Context: an optimization exercise on an open-source flow, tuned for small area. The choices shown serve that exercise and are no tape-out recipe.
In this exercise RTL edits were held to simulation tests only and were not proved equivalent to the original.
No activity file was given, so power comes from the tool's default toggle rates.

## 12-06
Design hw_sensor_regbank, start of the top module:
module hw_sensor_regbank
#(
  parameter int P_NO_CH            = 8,
  parameter int P_SIGNED           = 0,
  parameter int P_S_AXI_ADDR_WIDTH = 10,
  parameter int P_S_AXI_DATA_WIDTH = 32
) (
  input  logic                          clk,
  input  logic                          reset,
  input  logic                          sample_valid,
  input  logic [P_NO_CH-1:0][31:0]      sensor_info,
  input  logic [P_S_AXI_ADDR_WIDTH-1:0] s_apb_paddr,
  input  logic                          s_apb_pwrite,
  input  logic                          s_apb_psel,
  input  logic                          s_apb_penable,
  input  logic [P_S_AXI_DATA_WIDTH-1:0] s_apb_pwdata,
  output logic [P_S_AXI_DATA_WIDTH-1:0] s_apb_prdata,
  output logic                          s_apb_pready,
  output logic                          s_apb_pslverr,
  output logic                          irq
);
Size: roughly 6,100 cells after synthesis, about 340 I/O pins, roughly 63,000 um2 of cells after synthesis.
clock: 6.0 ns
lec_check: 0
cap_margin: 0
core_margin: 2
core_utilization: 55
place_density: 0.65
setup_slack_margin: 0.1
slew_margin: 0
synth_hierarchical: 1
synth_minimum_keep_size: 0
standard.sh (not shown) runs the stock make flow with config.mk's settings and CLKGATE_MAP_FILE= SYNTH_SCRIPT=/design/flow/synth_recipe.tcl, a recipe that flattens the netlist after the stock synthesis.
==> flow/flow/run.sh <==
#!/bin/bash
# The standard layout (standard.sh, unchanged synthesis), with two
# placement/CTS arguments changed:
#  - input and output ports are buffered with buf_1 cells
#  - CTS uses clkbuf_4 in clusters of up to 8 sinks within 40 um, and
#    inserts no dummy loads
# make's full output goes to make.log here; ORFS keeps each step's log under
# orfs/logs as usual.
set -euo pipefail
bash standard.sh \
  "BUFFER_PORTS_ARGS=-buffer_cell sky130_fd_sc_hd__buf_1" \
  "CTS_ARGS=-sink_clustering_enable -repair_clock_nets -dont_use_dummy_load -buf_list sky130_fd_sc_hd__clkbuf_4 -sink_clustering_size 8 -sink_clustering_max_diameter 40" \
  finish > make.log 2>&1
Although 12-06 finished all stages, its layout failed final checks on negative setup slack.
Here is what was changed in the inputs of 07-20 compared with 12-06.
- a change of PLACE_DENSITY from 0.65 to 0.6
- a change of CORE_UTILIZATION from 55 to 48
[summary]
Count of nets after finishing, 07-20 and 12-06: smaller value in 12-06
07-20: complete, dirty (negative setup slack)
Against 12-06, 07-20 comes in 1.1 MHz lower on fmax.
Synthesis-to-finish area growth: 07-20 > 12-06
Changes observed in 07-20 relative to 12-06: clock transition time at the flip-flop clock pins of the worst setup and hold paths held steady, share of layout cells above drive strength 1 barely changed, global-route usage decreased by 4.9 points relative to the old numbers.
When 07-20 is set beside 12-06, its fraction of the cycle the final worst path needs turns out to be 0.66 points larger.
In the reports for 07-20 and 12-06, the larger cell area power density belongs to 12-06.
Peak supply drop for 07-20 is lower than for 12-06.
Top metal layer carrying routed signals = met5: 12-06; top metal layer carrying routed signals = met4: 07-20


Another version of the RTL of hw_sensor_regbank (not shown whole).
For scale: about 6200 cells after synthesis, ~1300 flip-flops.
==> flow/config.mk <==
export PLATFORM = sky130hd
export DESIGN_NAME = hw_sensor_regbank
export DESIGN_NICKNAME = hw_sensor_regbank
export VERILOG_FILES = /design/flow/design.v
export SDC_FILE = /design/flow/constraint.sdc
export NUM_CORES = 4
export LEC_CHECK = 0
export CAP_MARGIN = 0
export CORE_MARGIN = 2
export CORE_UTILIZATION = 60
export PLACE_DENSITY = 0.7
export SETUP_SLACK_MARGIN = 0.45
export SLEW_MARGIN = 0
export SYNTH_HIERARCHICAL = 1
export SYNTH_MINIMUM_KEEP_SIZE = 0
==> flow/constraint.sdc <==
create_clock -name core_clock -period 6.0 [get_ports {clk}]
set_input_delay 1.2000 -clock core_clock [delete_from_list [all_inputs] [get_ports {clk}]]
set_output_delay 1.2000 -clock core_clock [all_outputs]
set_load 0.01 [all_outputs]
Scripts as last shown in full above: flow/flow/run.sh
The baseline finished with timing, DRC and antenna clean.
Change:
- CORE_UTILIZATION: 60 -> 65
- PLACE_DENSITY: 0.7 -> 0.75
- SETUP_SLACK_MARGIN: 0.45 -> 0.3
- The new run completed without violations
- setup slack got worse by 0.29 ns
- design area goes down slightly
- final cell count falls slightly
- area after synthesis stays the same
- sequential power stays flat
- synthesized cell count is unchanged
Change:
==> flow/flow/run.sh (replaced) <==
#!/bin/bash
# The standard layout (standard.sh, unchanged synthesis), with two
# placement/CTS arguments changed:
#  - input and output ports are buffered with buf_1 cells
#  - CTS uses clkbuf_4 in clusters of up to 9 sinks within 40 um, and
#    inserts no dummy loads
# make's full output goes to make.log here; ORFS keeps each step's log under
# orfs/logs as usual.
set -euo pipefail
bash standard.sh \
  "BUFFER_PORTS_ARGS=-buffer_cell sky130_fd_sc_hd__buf_1" \
  "CTS_ARGS=-sink_clustering_enable -repair_clock_nets -dont_use_dummy_load -buf_list sky130_fd_sc_hd__clkbuf_4 -sink_clustering_size 9 -sink_clustering_max_diameter 40" \
  finish > make.log 2>&1
- CORE_UTILIZATION: 65 -> 60
- PLACE_DENSITY: 0.75 -> 0.7
- SETUP_SLACK_MARGIN: 0.3 -> 0.45
Wire length went up by about 1.5%.
Critical path depth went down by 1.
Count of clock-buffer cells in the layout went down by 10.
Combinational power is about the same.
Cell area went up by 0.31%.
Register-to-register slack improves by 0.16 ns.
Die area went up by about 8%.
Fmax went up by about 2.7%.
Change:
==> flow/flow/run.sh (replaced) <==
#!/bin/bash
# The standard layout (standard.sh, unchanged synthesis), with two
# placement/CTS arguments changed:
#  - input and output ports are buffered with buf_1 cells
#  - CTS uses clkbuf_4 in clusters of up to 8 sinks within 40 um, and
#    inserts no dummy loads
# make's full output goes to make.log here; ORFS keeps each step's log under
# orfs/logs as usual.
set -euo pipefail
bash standard.sh \
  "BUFFER_PORTS_ARGS=-buffer_cell sky130_fd_sc_hd__buf_1" \
  "CTS_ARGS=-sink_clustering_enable -repair_clock_nets -dont_use_dummy_load -buf_list sky130_fd_sc_hd__clkbuf_4 -sink_clustering_size 8 -sink_clustering_max_diameter 40" \
  finish > make.log 2>&1
- CORE_UTILIZATION: 60 -> 65
- PLACE_DENSITY: 0.7 -> 0.75
- SETUP_SLACK_MARGIN: 0.45 -> 0.5
What happened:
- non-clock buffer count went down by 3
- via count went up slightly
- cell count is lower slightly
- setup slack improves by 0.14 ns
- cell area stays flat
- sequential power stays flat
- combinational power barely changes
- clock power rises by a few percent
- clock-buffer cell count rises by 10

[port drivers added, routing unchanged]
The flow's constraints put no driver on any port. The routed layouts listed below were extracted and timed again, unchanged, in two steps.
Step 1 (the two cells are an assumption about what drives the block):
set clk [get_ports {clk}]
set_driving_cell -lib_cell sky130_fd_sc_hd__clkbuf_16 $clk
set_driving_cell -lib_cell sky130_fd_sc_hd__buf_2 [delete_from_list [all_inputs] $clk]
Step 2 times the ports against the registers' clock, not the clock port: input delays grow and output delays shrink by t, the midpoint of the rising clock arrivals with the driver on.
Three values: ideal ports, drivers, drivers and shift; two values: the first two.
| run | shift t [ns] | setup WS [ns] | latest minus earliest clock arrival (ns) | pins driven straight from the clock port |
|---|---|---|---|---|
| 12-06 | 1.332 | -0.039 / -0.039 / -0.039 | 0.098 / 0.098 | 1 |
| 07-20 | 1.296 | -0.078 / -0.078 / -0.078 | 0.146 / 0.146 | 1 |
| the first run of note 2 | 1.244 | 0.349 / 0.305 / 0.349 | 0.122 / 0.122 | 1 |
| the second run of note 2 | 1.272 | 0.057 / 0.057 / 0.057 | 0.136 / 0.137 | 1 |
| the third run of note 2 | 1.244 | 0.215 / 0.215 / 0.215 | 0.107 / 0.107 | 1 |
| the fourth run of note 2 | 1.259 | 0.351 / 0.351 / 0.351 | 0.127 / 0.127 | 1 |
